Background: an optimization exercise with open tools, aiming at a short achievable clock period. Do not read the settings as production practice. Power figures rest on the tool's default switching activity, not on a simulated workload.

==> module mmsel2, before the edit <==
module mmsel2 (
    input  logic       pn,
    input  logic [1:0] s,
    input  logic [1:0] d,
    output logic       y
);
    assign y = ~pn & |(s & d);
endmodule
==> module mmsel3, before the edit <==
module mmsel3 (
    input  logic       pn,
    input  logic [2:0] s,
    input  logic [2:0] d,
    output logic       y
);
    assign y = ~pn & |(s & d);
endmodule
==> module mmsel4, before the edit <==
module mmsel4 (
    input  logic       pn,
    input  logic [3:0] s,
    input  logic [3:0] d,
    output logic       y
);
    assign y = ~pn & |(s & d);
endmodule
==> module dmem_mmio, before the edit <==
module dmem_mmio #(
    parameter int          RAM_WORDS  = 64,
    parameter int          FIFO_DEPTH = 4,
    parameter logic [31:0] MMIO_BASE  = 32'hFFFF_0000
) (
    input  logic        clk,
    input  logic        reset,
    input  logic        memwrite,
    input  logic [31:0] addr,
    input  logic [31:0] writedata,
    output logic [31:0] readdata,
    output logic [7:0]  tx_data,
    output logic        tx_valid,
    input  logic        tx_ready,
    output logic        irq
);
    logic [31:0] r_ram [64];
    logic [31:0] r_count;
    logic [31:0] r_compare;
    logic        r_match;
    logic        r_ovf;
    logic        r_irq_en;
    logic        w_ram_hit;
    logic        w_mmio_hit;
    logic [5:0]  w_word;
    logic        w_wr_compare;
    logic        w_wr_status;
    logic        w_wr_tx;
    logic        w_wr_ctrl;
    logic        w_full;
    logic        w_empty;
    logic [31:0] w_status;
    logic [31:0] w_mm;
    assign w_ram_hit    = addr[31:8] == 24'd0;
    assign w_mmio_hit   = addr[31:8] == MMIO_BASE[31:8];
    assign w_word       = addr[7:2];
    assign w_wr_compare = memwrite & w_mmio_hit & (w_word == 6'd1);
    assign w_wr_status  = memwrite & w_mmio_hit & (w_word == 6'd2);
    assign w_wr_tx      = memwrite & w_mmio_hit & (w_word == 6'd3);
    assign w_wr_ctrl    = memwrite & w_mmio_hit & (w_word == 6'd4);
    logic [7:0] w_lo [16];
    logic [7:0] w_hi [8];
    for (genvar c = 0; c < 8; c++) begin : g_hi
        hidec u_hi (.a(addr[31:5]), .y(w_hi[c]));
    end
    for (genvar c = 0; c < 16; c++) begin : g_lo
        dec3 u_lo (.a(addr[4:2]), .y(w_lo[c]));
    end
    logic [3:0] w_pn;
    logic [3:0] w_s [4];
    for (genvar c = 0; c < 4; c++) begin : g_page
        pagen u_pn (.a(addr[31:5]), .y(w_pn[c]));
        wsel  u_ws (.a(addr[4:2]),  .s(w_s[c]));
    end
    mmsel4 u_mm0 (.pn(w_pn[0]), .s(w_s[0]), .d({r_irq_en, w_status[0], r_compare[0], r_count[0]}), .y(w_mm[0]));
    for (genvar b = 1; b < 4; b++) begin : g_mm3
        mmsel3 u_mm (.pn(w_pn[0]), .s(w_s[0][2:0]), .d({w_status[b], r_compare[b], r_count[b]}), .y(w_mm[b]));
    end
    for (genvar b = 4; b < 32; b++) begin : g_mm2
        mmsel2 u_mm (.pn(w_pn[b / 8]), .s(w_s[b / 8][1:0]), .d({r_compare[b], r_count[b]}), .y(w_mm[b]));
    end
    for (genvar b = 0; b < 32; b++) begin : g_bit
        logic [7:0] w_g;
        for (genvar h = 0; h < 8; h++) begin : g_grp
            sel8 u_sel (
                .s (w_lo[b / 2]),
                .d ({r_ram[8*h+7][b], r_ram[8*h+6][b], r_ram[8*h+5][b], r_ram[8*h+4][b],
                     r_ram[8*h+3][b], r_ram[8*h+2][b], r_ram[8*h+1][b], r_ram[8*h+0][b]}),
                .y (w_g[h])
            );
        end
        sel8m u_top (.s(w_hi[b / 4]), .d(w_g), .m(w_mm[b]), .y(readdata[b]));
    end
    always_comb begin
        w_status           = '0;
        w_status[mmio_pkg::ST_MATCH] = r_match;
        w_status[mmio_pkg::ST_FULL]  = w_full;
        w_status[mmio_pkg::ST_EMPTY] = w_empty;
        w_status[mmio_pkg::ST_OVF]   = r_ovf;
    end
    always_ff @(posedge clk) begin
        if (memwrite & w_ram_hit) r_ram[w_word] <= writedata;
    end
    always_ff @(posedge clk or negedge reset) begin
        if (!reset) begin
            r_count   <= '0;
            r_compare <= mmio_pkg::COMPARE_RST;
            r_match   <= 1'b0;
            r_ovf     <= 1'b0;
            r_irq_en  <= 1'b0;
        end else begin
            r_count <= r_count + 32'd1;
            if (w_wr_compare) r_compare <= writedata;
            r_match <= (r_count == r_compare) | (r_match & ~(w_wr_status & writedata[mmio_pkg::ST_MATCH]));
            r_ovf   <= (w_wr_tx & w_full) | (r_ovf & ~(w_wr_status & writedata[mmio_pkg::ST_OVF]));
            if (w_wr_ctrl) r_irq_en <= writedata[0];
        end
    end
    sync_fifo #(.W(8), .DEPTH(FIFO_DEPTH)) u_fifo (
        .clk   (clk),
        .reset (reset),
        .push  (w_wr_tx & ~w_full),
        .pop   (tx_ready),
        .din   (writedata[7:0]),
        .dout  (tx_data),
        .full  (w_full),
        .empty (w_empty)
    );
    assign tx_valid = ~w_empty;
    assign irq      = r_match & r_irq_en;
endmodule
clock: 6.5 ns
lec_check: 0
abc_clock_period_in_ps: 1000
cap_margin: 20
core_margin: 2
core_utilization: 60
gpl_timing_driven: 1
setup_slack_margin: 4.5
slew_margin: 20
synth_hierarchical: 1
synth_minimum_keep_size: 0
tns_end_percent: 5
run.sh (not shown) runs the stock make flow with config.mk's settings and CLKGATE_MAP_FILE= SYNTH_SCRIPT=/design/flow/synth_recipe.tcl, a recipe that flattens the netlist after the stock synthesis.
Then changed:
--- a/flow/design.v
+++ b/flow/design.v
@@ -62,7 +62,9 @@
     input  logic [1:0] d,
     output logic       y
 );
-    assign y = ~pn & |(s & d);
+    logic n0;
+    aoi22 u0 (.a1(s[0]), .a2(d[0]), .b1(s[1]), .b2(d[1]), .y(n0));
+    nor2  u1 (.a(pn), .b(n0), .y(y));
 endmodule
 module mmsel3 (
     input  logic       pn,
@@ -70,7 +72,10 @@
     input  logic [2:0] d,
     output logic       y
 );
-    assign y = ~pn & |(s & d);
+    logic n0, n1;
+    aoi22 u0 (.a1(s[0]), .a2(d[0]), .b1(s[1]), .b2(d[1]), .y(n0));
+    nand2 u1 (.a(s[2]), .b(d[2]), .y(n1));
+    aoi21 u2 (.a1(n0), .a2(n1), .b(pn), .y(y));
 endmodule
 module mmsel4 (
     input  logic       pn,
@@ -78,7 +83,10 @@
     input  logic [3:0] d,
     output logic       y
 );
-    assign y = ~pn & |(s & d);
+    logic n0, n1;
+    aoi22 u0 (.a1(s[0]), .a2(d[0]), .b1(s[1]), .b2(d[1]), .y(n0));
+    aoi22 u1 (.a1(s[2]), .a2(d[2]), .b1(s[3]), .b2(d[3]), .y(n1));
+    aoi21 u2 (.a1(n0), .a2(n1), .b(pn), .y(y));
 endmodule
 module aoi22 (
     input  logic a1, a2, b1, b2,
@@ -110,6 +118,18 @@
 );
     assign y = ~(a | b);
 endmodule
+module nand2 (
+    input  logic a, b,
+    output logic y
+);
+    assign y = ~(a & b);
+endmodule
+module aoi21 (
+    input  logic a1, a2, b,
+    output logic y
+);
+    assign y = ~((a1 & a2) | b);
+endmodule
 module nand3 (
     input  logic a, b, c,
     output logic y
@@ -234,12 +254,12 @@
     assign w_wr_status  = memwrite & w_mmio_hit & (w_word == 6'd2);
     assign w_wr_tx      = memwrite & w_mmio_hit & (w_word == 6'd3);
     assign w_wr_ctrl    = memwrite & w_mmio_hit & (w_word == 6'd4);
-    logic [7:0] w_lo [16];
+    logic [7:0] w_lo [32];
     logic [7:0] w_hi [8];
     for (genvar c = 0; c < 8; c++) begin : g_hi
         hidec u_hi (.a(addr[31:5]), .y(w_hi[c]));
     end
-    for (genvar c = 0; c < 16; c++) begin : g_lo
+    for (genvar c = 0; c < 32; c++) begin : g_lo
         dec3 u_lo (.a(addr[4:2]), .y(w_lo[c]));
     end
     logic [3:0] w_pn;
@@ -259,7 +279,7 @@
         logic [7:0] w_g;
         for (genvar h = 0; h < 8; h++) begin : g_grp
             sel8 u_sel (
-                .s (w_lo[b / 2]),
+                .s (w_lo[b]),
                 .d ({r_ram[8*h+7][b], r_ram[8*h+6][b], r_ram[8*h+5][b], r_ram[8*h+4][b],
                      r_ram[8*h+3][b], r_ram[8*h+2][b], r_ram[8*h+1][b], r_ram[8*h+0][b]}),
                 .y (w_g[h])
Die area increases by 1.4%.
Flip-flop and latch count stays the same.
Clock-buffer cell count came out higher by 3.
Cell count climbs by 2.8%.
Worst setup slack gets better by 0.073 ns.
Routed wire length went up by 12%.
Total power went up by 1.4%.
Synthesized area climbs by 1.4%.
Core utilization increases by 0.18 points.
Cell area goes up by 1.7%.
Hold slack improved by 0.070 ns.
Fmax grows by 1.5%.
No run of this note included a check of the RTL's function; only the layout flow was run.

========
Another version of the RTL of dmem_mmio (not shown whole).
Size in the first run: about 110 I/O pins.
## dmem_mmio
module dmem_mmio #(
    parameter int          RAM_WORDS  = 64,
    parameter int          FIFO_DEPTH = 4,
    parameter logic [31:0] MMIO_BASE  = 32'hFFFF_0000
) (
    input  logic        clk,
    input  logic        reset,
    input  logic        memwrite,
    input  logic [31:0] addr,
    input  logic [31:0] writedata,
    output logic [31:0] readdata,
    output logic [7:0]  tx_data,
    output logic        tx_valid,
    input  logic        tx_ready,
    output logic        irq
);
    logic [31:0] r_ram [64];
    logic [31:0] r_count;
    logic [31:0] r_compare;
    logic        r_match;
    logic        r_ovf;
    logic        r_irq_en;
    logic        w_ram_hit;
    logic        w_mmio_hit;
    logic [5:0]  w_word;
    logic        w_wr_compare;
    logic        w_wr_status;
    logic        w_wr_tx;
    logic        w_wr_ctrl;
    logic        w_full;
    logic        w_empty;
    logic [31:0] w_status;
    logic [31:0] w_mmio_rd;
    logic [31:0] w_ram_rd;
    assign w_ram_hit    = addr[31:8] == 24'd0;
    assign w_mmio_hit   = addr[31:8] == MMIO_BASE[31:8];
    assign w_word       = addr[7:2];
    assign w_wr_compare = memwrite & w_mmio_hit & (w_word == 6'd1);
    assign w_wr_status  = memwrite & w_mmio_hit & (w_word == 6'd2);
    assign w_wr_tx      = memwrite & w_mmio_hit & (w_word == 6'd3);
    assign w_wr_ctrl    = memwrite & w_mmio_hit & (w_word == 6'd4);
    localparam int NCOPY = 8;
    logic [7:0] w_lo [NCOPY];
    logic [7:0] w_hi [NCOPY];
    for (genvar c = 0; c < NCOPY; c++) begin : g_dec
        dec3  u_lo (.a(addr[4:2]), .y(w_lo[c]));
        dec3  u_hi (.a(addr[7:5]), .y(w_hi[c]));
    end
    for (genvar b = 0; b < 32; b++) begin : g_bit
        logic [7:0] w_g;
        for (genvar h = 0; h < 8; h++) begin : g_grp
            sel8 u_sel (
                .s (w_lo[b / (32 / NCOPY)]),
                .d ({r_ram[8*h+7][b], r_ram[8*h+6][b], r_ram[8*h+5][b], r_ram[8*h+4][b],
                     r_ram[8*h+3][b], r_ram[8*h+2][b], r_ram[8*h+1][b], r_ram[8*h+0][b]}),
                .y (w_g[h])
            );
        end
        sel8 u_top (.s(w_hi[b / (32 / NCOPY)]), .d(w_g), .y(w_ram_rd[b]));
    end
    always_comb begin
        w_status           = '0;
        w_status[mmio_pkg::ST_MATCH] = r_match;
        w_status[mmio_pkg::ST_FULL]  = w_full;
  ...
==> module sel8, before the edit <==
module sel8 (
    input  logic [7:0] s,
    input  logic [7:0] d,
    output logic       y
);
    assign y = |(s & d);
endmodule
==> module dmem_mmio, before the edit <==
module dmem_mmio #(
    parameter int          RAM_WORDS  = 64,
    parameter int          FIFO_DEPTH = 4,
    parameter logic [31:0] MMIO_BASE  = 32'hFFFF_0000
) (
    input  logic        clk,
    input  logic        reset,
    input  logic        memwrite,
    input  logic [31:0] addr,
    input  logic [31:0] writedata,
    output logic [31:0] readdata,
    output logic [7:0]  tx_data,
    output logic        tx_valid,
    input  logic        tx_ready,
    output logic        irq
);
    logic [31:0] r_ram [64];
    logic [31:0] r_count;
    logic [31:0] r_compare;
    logic        r_match;
    logic        r_ovf;
    logic        r_irq_en;
    logic        w_ram_hit;
    logic        w_mmio_hit;
    logic [5:0]  w_word;
    logic        w_wr_compare;
    logic        w_wr_status;
    logic        w_wr_tx;
    logic        w_wr_ctrl;
    logic        w_full;
    logic        w_empty;
    logic [31:0] w_status;
    logic [31:0] w_mmio_rd;
    logic [31:0] w_ram_rd;
    assign w_ram_hit    = addr[31:8] == 24'd0;
    assign w_mmio_hit   = addr[31:8] == MMIO_BASE[31:8];
    assign w_word       = addr[7:2];
    assign w_wr_compare = memwrite & w_mmio_hit & (w_word == 6'd1);
    assign w_wr_status  = memwrite & w_mmio_hit & (w_word == 6'd2);
    assign w_wr_tx      = memwrite & w_mmio_hit & (w_word == 6'd3);
    assign w_wr_ctrl    = memwrite & w_mmio_hit & (w_word == 6'd4);
    localparam int NCOPY = 8;
    logic [7:0] w_lo [NCOPY];
    logic [7:0] w_hi [NCOPY];
    for (genvar c = 0; c < NCOPY; c++) begin : g_dec
        dec3  u_lo (.a(addr[4:2]), .y(w_lo[c]));
        dec3  u_hi (.a(addr[7:5]), .y(w_hi[c]));
    end
    for (genvar b = 0; b < 32; b++) begin : g_bit
        logic [7:0] w_g;
        for (genvar h = 0; h < 8; h++) begin : g_grp
            sel8 u_sel (
                .s (w_lo[b / (32 / NCOPY)]),
                .d ({r_ram[8*h+7][b], r_ram[8*h+6][b], r_ram[8*h+5][b], r_ram[8*h+4][b],
                     r_ram[8*h+3][b], r_ram[8*h+2][b], r_ram[8*h+1][b], r_ram[8*h+0][b]}),
                .y (w_g[h])
            );
        end
        sel8 u_top (.s(w_hi[b / (32 / NCOPY)]), .d(w_g), .y(w_ram_rd[b]));
    end
    always_comb begin
        w_status           = '0;
        w_status[mmio_pkg::ST_MATCH] = r_match;
        w_status[mmio_pkg::ST_FULL]  = w_full;
        w_status[mmio_pkg::ST_EMPTY] = w_empty;
        w_status[mmio_pkg::ST_OVF]   = r_ovf;
        w_mmio_rd = ({32{w_word == 6'd0}} & r_count)   |
                    ({32{w_word == 6'd1}} & r_compare) |
                    ({32{w_word == 6'd2}} & w_status)  |
                    ({32{w_word == 6'd4}} & {31'd0, r_irq_en});
        readdata  = ({32{w_ram_hit}} & w_ram_rd) | ({32{w_mmio_hit}} & w_mmio_rd);
    end
    always_ff @(posedge clk) begin
        if (memwrite & w_ram_hit) r_ram[w_word] <= writedata;
    end
    always_ff @(posedge clk or negedge reset) begin
        if (!reset) begin
            r_count   <= '0;
            r_compare <= mmio_pkg::COMPARE_RST;
            r_match   <= 1'b0;
            r_ovf     <= 1'b0;
            r_irq_en  <= 1'b0;
        end else begin
            r_count <= r_count + 32'd1;
            if (w_wr_compare) r_compare <= writedata;
            r_match <= (r_count == r_compare) | (r_match & ~(w_wr_status & writedata[mmio_pkg::ST_MATCH]));
            r_ovf   <= (w_wr_tx & w_full) | (r_ovf & ~(w_wr_status & writedata[mmio_pkg::ST_OVF]));
            if (w_wr_ctrl) r_irq_en <= writedata[0];
        end
    end
    sync_fifo #(.W(8), .DEPTH(FIFO_DEPTH)) u_fifo (
        .clk   (clk),
        .reset (reset),
        .push  (w_wr_tx & ~w_full),
        .pop   (tx_ready),
        .din   (writedata[7:0]),
        .dout  (tx_data),
        .full  (w_full),
        .empty (w_empty)
    );
    assign tx_valid = ~w_empty;
    assign irq      = r_match & r_irq_en;
endmodule
export LEC_CHECK = 0
export ABC_CLOCK_PERIOD_IN_PS = 1000
export CAP_MARGIN = 20
export CORE_MARGIN = 2
export CORE_UTILIZATION = 60
export GPL_TIMING_DRIVEN = 1
export SETUP_SLACK_MARGIN = 4.5
export SLEW_MARGIN = 20
export SYNTH_HIERARCHICAL = 1
export SYNTH_MINIMUM_KEEP_SIZE = 0
export TNS_END_PERCENT = 5
create_clock -name core_clock -period 6.5 [get_ports {clk}]
The baseline ran to the end with no violations.
Next try:
--- a/flow/design.v
+++ b/flow/design.v
@@ -17,12 +17,57 @@
     always_comb
         for (int i = 0; i < 8; i++) y[i] = a == 3'(i);
 endmodule
+module dec3z (
+    input  logic [26:0] a,
+    output logic [7:0]  y
+);
+    logic zero;
+    assign zero = a[26:3] == 24'd0;
+    always_comb
+        for (int i = 0; i < 8; i++) y[i] = zero & (a[2:0] == 3'(i));
+endmodule
+module aoi22 (
+    input  logic a1, a2, b1, b2,
+    output logic y
+);
+    assign y = ~((a1 & a2) | (b1 & b2));
+endmodule
+module aoi221 (
+    input  logic a1, a2, b1, b2, c,
+    output logic y
+);
+    assign y = ~((a1 & a2) | (b1 & b2) | c);
+endmodule
+module nand4 (
+    input  logic a, b, c, d,
+    output logic y
+);
+    assign y = ~(a & b & c & d);
+endmodule
 module sel8 (
     input  logic [7:0] s,
     input  logic [7:0] d,
     output logic       y
 );
-    assign y = |(s & d);
+    logic [3:0] n;
+    aoi22 u0 (.a1(s[0]), .a2(d[0]), .b1(s[1]), .b2(d[1]), .y(n[0]));
+    aoi22 u1 (.a1(s[2]), .a2(d[2]), .b1(s[3]), .b2(d[3]), .y(n[1]));
+    aoi22 u2 (.a1(s[4]), .a2(d[4]), .b1(s[5]), .b2(d[5]), .y(n[2]));
+    aoi22 u3 (.a1(s[6]), .a2(d[6]), .b1(s[7]), .b2(d[7]), .y(n[3]));
+    nand4 u4 (.a(n[0]), .b(n[1]), .c(n[2]), .d(n[3]), .y(y));
+endmodule
+module sel8m (
+    input  logic [7:0] s,
+    input  logic [7:0] d,
+    input  logic       m,
+    output logic       y
+);
+    logic [3:0] n;
+    aoi22  u0 (.a1(s[0]), .a2(d[0]), .b1(s[1]), .b2(d[1]), .y(n[0]));
+    aoi22  u1 (.a1(s[2]), .a2(d[2]), .b1(s[3]), .b2(d[3]), .y(n[1]));
+    aoi22  u2 (.a1(s[4]), .a2(d[4]), .b1(s[5]), .b2(d[5]), .y(n[2]));
+    aoi221 u3 (.a1(s[6]), .a2(d[6]), .b1(s[7]), .b2(d[7]), .c(m), .y(n[3]));
+    nand4  u4 (.a(n[0]), .b(n[1]), .c(n[2]), .d(n[3]), .y(y));
 endmodule
 module sync_fifo #(
     parameter int W     = 8,
@@ -94,7 +139,7 @@
     logic        w_empty;
     logic [31:0] w_status;
     logic [31:0] w_mmio_rd;
-    logic [31:0] w_ram_rd;
+    logic [31:0] w_mm;
     assign w_ram_hit    = addr[31:8] == 24'd0;
     assign w_mmio_hit   = addr[31:8] == MMIO_BASE[31:8];
     assign w_word       = addr[7:2];
@@ -107,7 +152,7 @@
     logic [7:0] w_hi [NCOPY];
     for (genvar c = 0; c < NCOPY; c++) begin : g_dec
         dec3  u_lo (.a(addr[4:2]), .y(w_lo[c]));
-        dec3  u_hi (.a(addr[7:5]), .y(w_hi[c]));
+        dec3z u_hi (.a(addr[31:5]), .y(w_hi[c]));
     end
     for (genvar b = 0; b < 32; b++) begin : g_bit
         logic [7:0] w_g;
@@ -119,7 +164,7 @@
                 .y (w_g[h])
             );
         end
-        sel8 u_top (.s(w_hi[b / (32 / NCOPY)]), .d(w_g), .y(w_ram_rd[b]));
+        sel8m u_top (.s(w_hi[b / (32 / NCOPY)]), .d(w_g), .m(w_mm[b]), .y(readdata[b]));
     end
     always_comb begin
         w_status           = '0;
@@ -131,7 +176,7 @@
                     ({32{w_word == 6'd1}} & r_compare) |
                     ({32{w_word == 6'd2}} & w_status)  |
                     ({32{w_word == 6'd4}} & {31'd0, r_irq_en});
-        readdata  = ({32{w_ram_hit}} & w_ram_rd) | ({32{w_mmio_hit}} & w_mmio_rd);
+        w_mm      = {32{w_mmio_hit}} & w_mmio_rd;
     end
     always_ff @(posedge clk) begin
         if (memwrite & w_ram_hit) r_ram[w_word] <= writedata;
What happened: Utilization drops by 0.38 points; total power climbs by 1.3%; wire length climbs by 6.7%; critical path depth climbs by 3; first-iteration DRC count drops by 21%; global-route usage drops by 0.37 points; final area climbs by 7.4%; via count climbs by 3.6%; non-clock buffer count climbs by 171; sequential power is about the same.
No run of this note included a check of the RTL's function; only the layout flow was run.

==> port drivers added, routing unchanged <==
The results above use ideal ports. As a check the final layouts listed here were re-extracted and re-timed, cells and wires unchanged. Step 1: set_driving_cell puts a clkbuf_16 on clk and a buf_2 on each other input, an assumption about the parent block. Step 2 moves the port delays by t, midway between the first and last clock arrival at a register: inputs arrive t later, outputs are due t later. That takes back most of the time a late clock gives input paths. Three values: no drivers, after step 1, after step 2; two values: the first two.
run	t, ns	setup WS [ns]	worst hold slack (ns)
the first run of note 1	0.911	1.724 / 1.335 / 1.335	0.333 / 0.282 / 0.545
the second run of note 1	0.913	1.796 / 1.262 / 1.262	0.403 / 0.348 / 0.511
the first run of note 2	0.913	1.687 / 1.308 / 1.308	0.294 / 0.248 / 0.521
the second run of note 2	0.936	1.633 / 1.332 / 1.332	0.261 / 0.208 / 0.533
After both steps every run listed still meets setup and hold. For the second run of note 1, which loses most, drivers alone change the setup slack by -0.534 ns; drivers and shift together by -0.534 ns.
